This is an optimization exercise on Yosys and OpenROAD, whose aim is small area, a short achievable clock period and few clock cycles per item, not a production implementation. Function was checked by simulation only, so behaviour that the tests miss may differ from the original.

red:
// lcg_ranged_random_with_checksum
module lcg_ranged_random_with_checksum (
   input  wire logic              clock,
   input  wire logic              reset,
   input  wire logic              req_valid,
   output      logic              req_ready,
   input  wire logic              req_opcode,
   input  wire logic [WORD_W-1:0] req_seed_value,
   input  wire logic [WORD_W-1:0] req_lower_limit,
   input  wire logic [WORD_W-1:0] req_upper_limit,
   output      logic              rsp_valid,
   input  wire logic              rsp_ready,
   output      logic [WORD_W-1:0] rsp_value,
   output      logic [WORD_W-1:0] rsp_checksum,
   output      logic              rsp_span_error
);
export LEC_CHECK = 0
export ABC_AREA = 1
export CAP_MARGIN = 0
export CORE_MARGIN = 2
export CORE_UTILIZATION = 60
export CTS_BUF_LIST = sky130_fd_sc_hd__clkbuf_8 sky130_fd_sc_hd__clkbuf_16
export CTS_CLUSTER_DIAMETER = 80
export CTS_CLUSTER_SIZE = 20
export PLACE_DENSITY = 0.7
export SETUP_SLACK_MARGIN = 2.95
export SLEW_MARGIN = 0
create_clock -name core_clock -period 7.5 [get_ports {clock}]
standard.sh (not shown) runs the stock make flow with config.mk's settings and CLKGATE_MAP_FILE= SYNTH_SCRIPT=/design/flow/synth_recipe.tcl, a recipe that flattens the netlist after the stock synthesis.
==> flow/flow/run.sh <==
#!/bin/bash
# Standard layout, with the port buffers drawn from the smallest buffer cell.
set -euo pipefail
export BUFFER_PORTS_ARGS="-buffer_cell sky130_fd_sc_hd__buf_1"
bash standard.sh > standard_flow.log 2>&1
The flow did not stop early for red: all stages ran, and the layout cleared the timing, design-rule and antenna checks.
Testbench counts of red, summed over its fixed seeds: cycles 5,774, items 3,200.
### red -> blue
- SETUP_SLACK_MARGIN now 2.8, was 2.95
Notes after the runs:
- Synthesized net count: blue vs red — no meaningful difference
- Compared with red, blue shows a lower via count of the first global-routing pass.
- Looking at via count, blue sits 235 below red.
- When blue is measured against red, its setup slack turns out 0.072 ns lower.
- From blue to red, I/O pin count did not move at all.
- Cmp red and blue / first-pass GRT wire length / lower: blue
- Final cell area: blue below red
- red -> blue: number of DRC markers after the initial detailed-route iteration increased by a few percent
- Comparing blue against red, there is no change at all in maximum number of buffers from clock root to sink.
- blue vs red: final wirelength down by a few percent
--- input diff blue..green ---
- a change of ABC_AREA from 1 to 0
[summary]
green finished all stages; the layout is clean. Number of rows in the core area delta for green relative to blue: 1 higher. Delta(met3 wire length, green - blue) > 0. STATUS synthesized area: green loses against blue. Re layout clock buffer count: green and blue aren't equal, and the lower value belongs to green. Re final worst slack: green is 0.37 ns down on blue. Comparing blue against green, there is no change at all in number of top-level pins. Largest driver fanout on the critical path, green and blue: smaller value in green.
Input-level comparison between orange and green:
- CORE_UTILIZATION now 50, was 60
- PLACE_DENSITY now 0.6, was 0.7
- ABC_AREA now 1, was 0
==> comparison <==
Final core utilization (lower): orange.
Changes in purple relative to orange:
- a change of CORE_UTILIZATION from 50 to 60
- a change of PLACE_DENSITY from 0.6 to 0.7
--- a/flow/flow/run.sh
+++ b/flow/flow/run.sh
@@ -4,0 +5 @@
+export RECOVER_POWER=100
[summary]
- Of purple and orange, just one finished clean: orange.
- Completing all stages was not enough for purple: its layout failed the final checks because of capacitance limit, slew limit.
- Sequential share of layout area (higher): purple
- The worst setup path startpoint comes out rsp_ready in one run and u_lower_ff[10] in the other, namely in purple and orange respectively.
- First-pass GRT wire length: purple vs orange down 4.5%
- Final area of purple falls short of that of orange by a few percent.

---

lcg_ranged_random_with_checksum, a different RTL version from the one above (not shown whole).
For scale: roughly 170 I/O pins, roughly 18000 um2 of cells after synthesis.
export LEC_CHECK = 0
export ABC_AREA = 1
export CAP_MARGIN = 0
export CORE_MARGIN = 2
export CORE_UTILIZATION = 60
export CTS_BUF_LIST = sky130_fd_sc_hd__clkbuf_8 sky130_fd_sc_hd__clkbuf_16
export CTS_CLUSTER_DIAMETER = 80
export CTS_CLUSTER_SIZE = 20
export PLACE_DENSITY = 0.7
export SETUP_SLACK_MARGIN = 2.8
export SLEW_MARGIN = 0
create_clock -name core_clock -period 7.5 [get_ports {clock}]
==> flow/flow/run.sh <==
#!/bin/bash
# Standard layout, with the port buffers drawn from the smallest buffer cell.
set -euo pipefail
export BUFFER_PORTS_ARGS="-buffer_cell sky130_fd_sc_hd__buf_1"
bash standard.sh > standard_flow.log 2>&1
The first run completed with no timing, DRC or antenna violations.
Testbench counts at the start, summed over its fixed seeds: cycles 5,774, items 3,200.
Next try:
--- a/flow/config.mk
+++ b/flow/config.mk
@@ -9 +9 @@
-export CAP_MARGIN = 0
+export CAP_MARGIN = 20
@@ -16,2 +16,2 @@
-export SETUP_SLACK_MARGIN = 2.8
-export SLEW_MARGIN = 0
+export SETUP_SLACK_MARGIN = 2.9
+export SLEW_MARGIN = 20
Outcome: Worst setup slack improved by 0.065 ns. Cell count went up slightly. Die area stays the same. Synthesized area does not change.
Next try:
--- a/flow/config.mk
+++ b/flow/config.mk
@@ -14,0 +15 @@
+export GPL_ROUTABILITY_DRIVEN = 0
@@ -16 +17 @@
-export SETUP_SLACK_MARGIN = 2.9
+export SETUP_SLACK_MARGIN = 2.8
=> Die area is unchanged; synthesized cell count is unchanged; first-iteration DRC count fell by 6.9%; final area fell by 1.2%; register-to-register slack degrades by 0.03 ns.
Next try:
--- a/flow/config.mk
+++ b/flow/config.mk
@@ -12,4 +11,0 @@
-export CTS_BUF_LIST = sky130_fd_sc_hd__clkbuf_8 sky130_fd_sc_hd__clkbuf_16
-export CTS_CLUSTER_DIAMETER = 80
-export CTS_CLUSTER_SIZE = 20
-export GPL_ROUTABILITY_DRIVEN = 0
@@ -17 +13 @@
-export SETUP_SLACK_MARGIN = 2.8
+export SETUP_SLACK_MARGIN = 2.7
Result: Die area is unchanged; worst hold slack got worse by 0.0054 ns.

---

Another version of the RTL of lcg_ranged_random_with_checksum (not shown whole).
For scale: ~1900 cells after synthesis, about 130 flip-flops.
## lcg_ranged_random_with_checksum
module lcg_ranged_random_with_checksum (
   input  wire logic              clock,
   input  wire logic              reset,
   input  wire logic              req_valid,
   output      logic              req_ready,
   input  wire logic              req_opcode,
   input  wire logic [WORD_W-1:0] req_seed_value,
   input  wire logic [WORD_W-1:0] req_lower_limit,
   input  wire logic [WORD_W-1:0] req_upper_limit,
   output      logic              rsp_valid,
   input  wire logic              rsp_ready,
   output      logic [WORD_W-1:0] rsp_value,
   output      logic [WORD_W-1:0] rsp_checksum,
   output      logic              rsp_span_error
);
   localparam int HI_W = WORD_W - RAW_W;
   logic              busy_ff;
   logic [GEN_W-1:0]  gen_ff;
   logic [WORD_W-1:0] chk_ff;
   logic [WORD_W-1:0] lower_ff;
   logic [RAW_W-1:0]  rem_ff;
   logic [DIV_W-1:0]  div_ff;
   logic [CNT_W-1:0]  cnt_ff;
   logic              zero_ff;
   logic              done, take, accept, draw;
  ...
Settings: LEC_CHECK=0, ABC_AREA=1, CAP_MARGIN=20, CORE_MARGIN=2, CORE_UTILIZATION=40, SETUP_SLACK_MARGIN=3.0, SLEW_MARGIN=20; clock period 7.5 ns.
Scripts as last shown in full above: flow/flow/run.sh
Testbench counts at the start, summed over its fixed seeds: cycles 8,196, items 3,200.
Rerun with:
- SETUP_SLACK_MARGIN: 3.0 -> 2.5
After rerunning: Worst setup slack is worse by 220 ps. Via count went down by 3.8%. Worst hold slack hardly moves. Cell count went down by 2.4%. Wire length went down by 5.0%. Critical path depth stays the same.
Rerun with:
- CORE_UTILIZATION: 40 -> 65
- PLACE_DENSITY: not set -> 0.75
Result: The new run completed with no timing, DRC or antenna violations. Routed wire length decreases by 2.1%. Clock-buffer cell count goes up by 4. Final area drops by 2.2%. Setup slack gains 58 ps. Fmax rose by 1.2%. Synthesized area stays the same. Worst hold slack improves by 3.7 ps. Final cell count came out lower by 7.2%. Utilization is higher by 28 points.
Rerun with:
- CORE_UTILIZATION: 65 -> 40
- PLACE_DENSITY: 0.75 -> not set
- SETUP_SLACK_MARGIN: 2.5 -> 2.0
Design area climbs by about 0.7%.
Non-clock buffer count drops by 11.
Hold slack hardly moves.
Fmax drops by 11%.
Flip-flop and latch count does not change.
Area after synthesis stays the same.
Synthesized cell count does not change.

---

lcg_ranged_random_with_checksum, a different RTL version from the one above (not shown whole).
For scale: about 1600 cells after synthesis, about 130 flip-flops, about 14000 um2 of cells after synthesis.
Settings: LEC_CHECK=0, ABC_CLOCK_PERIOD_IN_PS=4500, CAP_MARGIN=20, CORE_MARGIN=2, CORE_UTILIZATION=40, SETUP_SLACK_MARGIN=2.5, SLEW_MARGIN=20; clock period 7.5 ns.
run.sh (not shown) runs the stock make flow with config.mk's settings and CLKGATE_MAP_FILE= SYNTH_SCRIPT=/design/flow/synth_recipe.tcl, a recipe that flattens the netlist after the stock synthesis.
Stock flow here: none of the scripts above is used.
The first run completed with no timing, DRC or antenna violations.
Testbench counts at the start, summed over its fixed seeds: cycles 8,196, items 3,200.
==> next run, changes <==
--- a/flow/config.mk
+++ b/flow/config.mk
@@ -6,8 +6,6 @@
 export NUM_CORES = 4
 export LEC_CHECK = 0
-export ABC_CLOCK_PERIOD_IN_PS = 4500
 export CAP_MARGIN = 20
 export CORE_MARGIN = 2
 export CORE_UTILIZATION = 40
-export SETUP_SLACK_MARGIN = 2.5
 export SLEW_MARGIN = 20
Effect:
- The changed run passed the timing, design-rule and antenna checks
- clock-buffer cell count shrinks by 4
- hold slack stays flat
- via count shrinks by about 5.5%
- design area shrinks by 7.8%
- die area does not change
- wire length shrinks by about 8%
==> next run, changes <==
--- a/flow/config.mk
+++ b/flow/config.mk
@@ -6,6 +6,8 @@
 export NUM_CORES = 4
 export LEC_CHECK = 0
+export ABC_CLOCK_PERIOD_IN_PS = 4000
 export CAP_MARGIN = 20
 export CORE_MARGIN = 2
 export CORE_UTILIZATION = 40
+export SETUP_SLACK_MARGIN = 3.0
 export SLEW_MARGIN = 20
The changed run went through all stages and came out clean. Maximum frequency goes up by 21%. Via count grows by 9.3%. Setup slack improved by 1.0 ns. Register-to-register slack gets better by 1.2 ns. Design area rises by 18%. Synthesized area stays the same. Die area is unchanged.
==> next run, changes <==
--- a/flow/config.mk
+++ b/flow/config.mk
@@ -10,4 +10,4 @@
 export CORE_MARGIN = 2
 export CORE_UTILIZATION = 40
-export SETUP_SLACK_MARGIN = 3.0
+export SETUP_SLACK_MARGIN = 3.5
 export SLEW_MARGIN = 20
What happened:
- clock skew came out higher by 0.0034 ns
- synthesized area stays the same
- routed wire length came out higher by 1.0%

---

lcg_ranged_random_with_checksum with an RTL version that a note above also has.
Size in the first run: ~2400 cells after synthesis, roughly 200 flip-flops, about 170 I/O pins.
export LEC_CHECK = 0
export ABC_AREA = 1
export CAP_MARGIN = 0
export CORE_MARGIN = 2
export CORE_UTILIZATION = 70
export CTS_BUF_LIST = sky130_fd_sc_hd__clkbuf_8 sky130_fd_sc_hd__clkbuf_16
export CTS_CLUSTER_DIAMETER = 80
export CTS_CLUSTER_SIZE = 20
export PLACE_DENSITY = 0.8
export SETUP_SLACK_MARGIN = 2.8
export SLEW_MARGIN = 0
create_clock -name core_clock -period 7.5 [get_ports {clock}]
standard.sh (not shown) runs the stock make flow with config.mk's settings and CLKGATE_MAP_FILE= SYNTH_SCRIPT=/design/flow/synth_recipe.tcl, a recipe that flattens the netlist after the stock synthesis.
Scripts as last shown in full above: flow/flow/run.sh
The first run ran to the end with no violations.
Testbench counts at the start, summed over its fixed seeds: cycles 5,774, items 3,200.
Rerun with:
--- a/flow/flow/run.sh
+++ b/flow/flow/run.sh
@@ -4,2 +4,3 @@
 export BUFFER_PORTS_ARGS="-buffer_cell sky130_fd_sc_hd__buf_1"
+export RECOVER_POWER=50
 bash standard.sh > standard_flow.log 2>&1
- CORE_UTILIZATION: 70 -> 60
- PLACE_DENSITY: 0.8 -> 0.7
This time the run finished but failed the layout checks on max-capacitance violations, max-slew violations.
Register-to-register slack gets worse by 400 ps.
Non-clock buffer count shrinks by 5.
Final area stays flat.
Critical path depth came out lower by 2.
Global-route usage decreases by 5.6 points.
Worst setup slack gets worse by 730 ps.

---

The RTL this note starts from:
==> flow/design.v <==
`default_nettype none
package lcg_rr_pkg;
   localparam int WORD_W  = 32;
   localparam int GEN_W   = 31;
   localparam int RAW_W   = 15;
   localparam int RAW_LSB = 16;
   localparam int STEPS   = 2;
   localparam int DIV_W   = RAW_W + STEPS - 1;
   localparam int NRM_N   = (STEPS == 1) ? 4 : (STEPS <= 3) ? 3 : 2;
   localparam int CNT_W   = NRM_N + 1;
   localparam logic [GEN_W-1:0] LCG_ADD = 31'd2531011;
endpackage
`default_nettype wire
`default_nettype none
import lcg_rr_pkg::*;
module lcg_ranged_random_with_checksum (
   input  wire logic              clock,
   input  wire logic              reset,
   input  wire logic              req_valid,
   output      logic              req_ready,
   input  wire logic              req_opcode,
   input  wire logic [WORD_W-1:0] req_seed_value,
   input  wire logic [WORD_W-1:0] req_lower_limit,
   input  wire logic [WORD_W-1:0] req_upper_limit,
   output      logic              rsp_valid,
   input  wire logic              rsp_ready,
   output      logic [WORD_W-1:0] rsp_value,
   output      logic [WORD_W-1:0] rsp_checksum,
   output      logic              rsp_span_error
);
   localparam int HI_W = WORD_W - RAW_W;
   logic [GEN_W-1:0]  gen_ff;
   logic [WORD_W-1:0] chk_ff;
   logic              p_busy_ff;
   logic [WORD_W-1:0] p_lower_ff;
   logic [RAW_W-1:0]  p_rem_ff;
   logic [DIV_W-1:0]  p_div_ff;
   logic [CNT_W-1:0]  p_cnt_ff;
   logic              p_zero_ff, p_rs_ff;
   logic              u_busy_ff;
   logic [WORD_W-1:0] u_lower_ff;
   logic [RAW_W-1:0]  u_rem_ff;
   logic [DIV_W-1:0]  u_div_ff;
   logic [CNT_W-1:0]  u_cnt_ff;
   logic              u_zero_ff, u_rs_ff;
   logic              done, take, move, accept, draw;
   logic [GEN_W-1:0]  gen_next;
   logic [RAW_W-1:0]  d;
   logic              borrow;
   logic [HI_W-1:0]   up_hi, lo_hi, hi_x, lo_pre;
   logic              eq_lo, eq_hi, inc_hi;
   logic              span_zero, span_small;
   logic [DIV_W-1:0]  div_init;
   logic [NRM_N-1:0]  nrm_m;
   logic [RAW_W-1:0]  p_rem_nx, u_rem_nx;
   logic [DIV_W-1:0]  p_div_nx, u_div_nx;
   logic [CNT_W-1:0]  p_cnt_nx, u_cnt_nx;
   logic [RAW_W-1:0]  sum_lo;
   logic              sum_c;
   logic [HI_W-1:0]   lower_hi1;
   logic [WORD_W-1:0] value;
   assign done      = u_busy_ff && (u_cnt_ff == '0);
   assign take      = done && rsp_ready;
   assign move      = p_busy_ff && (!u_busy_ff || take);
   assign req_ready = !p_busy_ff || !u_busy_ff || take;
   assign accept    = req_valid && req_ready;
   assign draw      = !req_opcode;
   assign gen_next  = gen_ff + (gen_ff << 10) + (gen_ff << 14) + (gen_ff << 18)
                      - (gen_ff << 2) - (gen_ff << 16) + LCG_ADD;
   assign {borrow, d} = {1'b0, req_upper_limit[RAW_W-1:0]} - {1'b0, req_lower_limit[RAW_W-1:0]};
   assign up_hi = req_upper_limit[WORD_W-1:RAW_W];
   assign lo_hi = req_lower_limit[WORD_W-1:RAW_W];
   assign hi_x  = up_hi ^ lo_hi;
   always_comb begin
      lo_pre[0] = 1'b1;
      for (int i = 1; i < HI_W; i++) lo_pre[i] = lo_pre[i-1] & lo_hi[i-1];
   end
   assign eq_lo      = (req_upper_limit[RAW_W-1:0] == req_lower_limit[RAW_W-1:0]);
   assign eq_hi      = (hi_x == '0);
   assign inc_hi     = (hi_x == lo_pre);
   assign span_zero  = eq_lo && eq_hi;
   assign span_small = borrow ? inc_hi : (eq_hi && !eq_lo);
   always_comb begin
      div_init = DIV_W'(d) << (STEPS - 1);
      for (int b = NRM_N - 1; b >= 0; b--) begin
         if ((div_init & ({DIV_W{1'b1}} << (DIV_W - (STEPS << b)))) == '0) begin
            div_init = div_init << (STEPS << b);
            nrm_m[b] = 1'b1;
         end else begin
            nrm_m[b] = 1'b0;
         end
      end
   end
   function automatic logic [RAW_W-1:0] div_step(input logic [RAW_W-1:0] rem,
                                                 input logic [DIV_W-1:0] div);
      logic [DIV_W-1:0] dj;
      logic [RAW_W-1:0] diff;
      logic             dborrow;
      div_step = rem;
      for (int j = 0; j < STEPS; j++) begin
         dj = div >> j;
         {dborrow, diff} = {1'b0, div_step} - {1'b0, dj[RAW_W-1:0]};
         if (!dborrow && ((dj >> RAW_W) == '0)) div_step = diff;
      end
   endfunction
   assign p_rem_nx = div_step(p_rem_ff, p_div_ff);
   assign p_div_nx = (p_cnt_ff <= 1) ? '0 : p_div_ff >> STEPS;
   assign p_cnt_nx = (p_cnt_ff == '0) ? '0 : p_cnt_ff - 1'b1;
   assign u_rem_nx = div_step(u_rem_ff, u_div_ff);
   assign u_div_nx = (u_cnt_ff <= 1) ? '0 : u_div_ff >> STEPS;
   assign u_cnt_nx = (u_cnt_ff == '0) ? '0 : u_cnt_ff - 1'b1;
   assign {sum_c, sum_lo} = {1'b0, u_lower_ff[RAW_W-1:0]} + {1'b0, u_rem_ff};
   assign lower_hi1      = u_lower_ff[WORD_W-1:RAW_W] + 1'b1;
   assign value          = {sum_c ? lower_hi1 : u_lower_ff[WORD_W-1:RAW_W], sum_lo};
   assign rsp_valid      = done;
   assign rsp_value      = value;
   assign rsp_checksum   = (u_rs_ff ? '0 : chk_ff) ^ (u_zero_ff ? '0 : value);
   assign rsp_span_error = u_zero_ff;
   always_ff @(posedge clock) begin
      if (reset) begin
         p_busy_ff <= 1'b0;
         u_busy_ff <= 1'b0;
         gen_ff    <= '0;
         chk_ff    <= '0;
      end else begin
         if (accept) begin
            p_busy_ff <= 1'b1;
         end else if (move) begin
            p_busy_ff <= 1'b0;
         end
         if (move) begin
            u_busy_ff <= 1'b1;
         end else if (take) begin
            u_busy_ff <= 1'b0;
         end
         if (accept) begin
            gen_ff <= draw ? gen_next : req_seed_value[GEN_W-1:0];
         end
         if (take) begin
            chk_ff <= rsp_checksum;
         end
      end
   end
   always_ff @(posedge clock) begin
      if (accept) begin
         p_lower_ff <= draw ? req_lower_limit : '0;
         p_zero_ff  <= draw && span_zero;
         p_rs_ff    <= !draw;
         p_rem_ff   <= (draw && !span_zero) ? gen_next[RAW_LSB +: RAW_W] : '0;
         p_cnt_ff   <= (draw && span_small) ? CNT_W'(nrm_m) + 1'b1 : '0;
         p_div_ff   <= (draw && span_small) ? div_init : '0;
      end else begin
         p_rem_ff   <= p_rem_nx;
         p_cnt_ff   <= p_cnt_nx;
         p_div_ff   <= p_div_nx;
      end
   end
   always_ff @(posedge clock) begin
      if (move) begin
         u_lower_ff <= p_lower_ff;
         u_zero_ff  <= p_zero_ff;
         u_rs_ff    <= p_rs_ff;
         u_rem_ff   <= p_rem_nx;
         u_cnt_ff   <= p_cnt_nx;
         u_div_ff   <= p_div_nx;
      end else begin
         u_rem_ff   <= u_rem_nx;
         u_cnt_ff   <= u_cnt_nx;
         u_div_ff   <= u_div_nx;
      end
   end
endmodule
`default_nettype wire
export LEC_CHECK = 0
export ABC_AREA = 1
export CAP_MARGIN = 20
export CORE_MARGIN = 2
export CORE_UTILIZATION = 40
export SETUP_SLACK_MARGIN = 2.5
export SLEW_MARGIN = 20
create_clock -name core_clock -period 7.5 [get_ports {clock}]
==> flow/flow/run.sh <==
#!/bin/bash
# Standard layout, with the port buffers drawn from the smallest buffer cell.
set -euo pipefail
export BUFFER_PORTS_ARGS="-buffer_cell sky130_fd_sc_hd__buf_1"
bash standard.sh > standard_flow.log 2>&1
The starting point passed the timing, design-rule and antenna checks.
Testbench counts at the start, summed over its fixed seeds: cycles 5,774, items 3,200.
==> next run, changes <==
- CORE_UTILIZATION: 40 -> 60
- CTS_BUF_LIST: default -> sky130_fd_sc_hd__clkbuf_4 sky130_fd_sc_hd__clkbuf_8
- CTS_CLUSTER_SIZE: default -> 25
- PLACE_DENSITY: default -> 0.7
Outcome: Fmax went down by 0.32%. Sequential share of layout area went up by 0.50 points. First-iteration DRC count went up by about 17%. Die area went down by about 33%. Final cell count went down by about 6%. Setup slack loses 15 ps. Design area went down by 2.2%. Utilization went up by 21 points. Flip-flop and latch count does not change.
==> next run, changes <==
- CTS_BUF_LIST: sky130_fd_sc_hd__clkbuf_4 sky130_fd_sc_hd__clkbuf_8 -> default
- CTS_CLUSTER_SIZE: 25 -> default
Die area is unchanged.
Wire length drops by about 0.5%.
Maximum frequency is about the same.
Utilization climbs by 0.19 points.
Synthesized area does not change.
Setup slack improved by 12 ps.
Sequential share of layout area stays flat.
Final area hardly moves.
Clock skew climbs by 7.1 ps.

-- static timing again, ports no longer ideal --
How much do the figures lean on ideal ports? The routed layouts below were timed once more, with nothing changed but the port constraints.
Step 1 sets driving cells, clkbuf_16 on the clock port and buf_2 on the other inputs (assumed; they add their load-dependent delay and slew).
Step 2 moves the port delays by t, midway between the first and last clock arrival at a register: inputs arrive t later, outputs are due t later. That takes back most of the time a late clock gives input paths.
a / b / c = ideal ports / drivers / drivers and shift; a / b = the first two.
run | t (ns) | setup slack, ns | worst data-port slew with drivers (ns) | cell pins on the clock port's net
red | 0.496 | 3.044 / 2.993 / 2.986 | 0.07 | 1
blue | 0.495 | 2.971 / 2.922 / 3.011 | 0.07 | 1
green | 0.501 | 2.599 / 2.548 / 2.532 | 0.05 | 1
orange | 0.497 | 2.970 / 2.920 / 2.964 | 0.07 | 1
purple | 0.492 | 2.083 / 2.113 / 1.620 | 0.07 | 1
the first run of note 2 | 0.551 | 2.924 / 2.867 / 2.774 | 0.08 | 1
the second run of note 2 | 0.544 | 2.988 / 2.939 / 2.750 | 0.08 | 1
the third run of note 2 | 0.550 | 2.984 / 2.943 / 2.761 | 0.09 | 1
the fourth run of note 2 | 0.565 | 2.786 / 2.734 / 2.764 | 0.09 | 1
the first run of note 3 | 0.487 | 2.836 / 2.785 / 2.813 | 0.07 | 1
the second run of note 3 | 0.481 | 2.617 / 2.617 / 2.617 | 0.06 | 1
the third run of note 3 | 0.480 | 2.676 / 2.676 / 2.676 | 0.05 | 1
the fourth run of note 3 | 0.482 | 2.055 / 2.055 / 2.055 | 0.06 | 1
the first run of note 4 | 0.488 | 2.470 / 2.447 / 2.159 | 0.07 | 1
the second run of note 4 | 0.484 | 1.530 / 1.497 / 1.429 | 0.08 | 1
the third run of note 4 | 0.485 | 2.580 / 2.529 / 2.573 | 0.09 | 1
the fourth run of note 4 | 0.488 | 2.631 / 2.580 / 2.633 | 0.09 | 1
the first run of note 5 | 0.498 | 2.850 / 2.800 / 2.864 | 0.07 | 1
the second run of note 5 | 0.496 | 2.124 / 2.154 / 1.658 | 0.07 | 1
the first run of note 6 | 0.585 | 2.756 / 2.709 / 2.767 | 0.04 | 1
the second run of note 6 | 0.567 | 2.741 / 2.698 / 2.757 | 0.06 | 1
the third run of note 6 | 0.555 | 2.753 / 2.705 / 2.800 | 0.07 | 1
For the second run of note 5, which loses most, drivers alone change the setup slack by +0.030 ns; drivers and shift together by -0.466 ns.
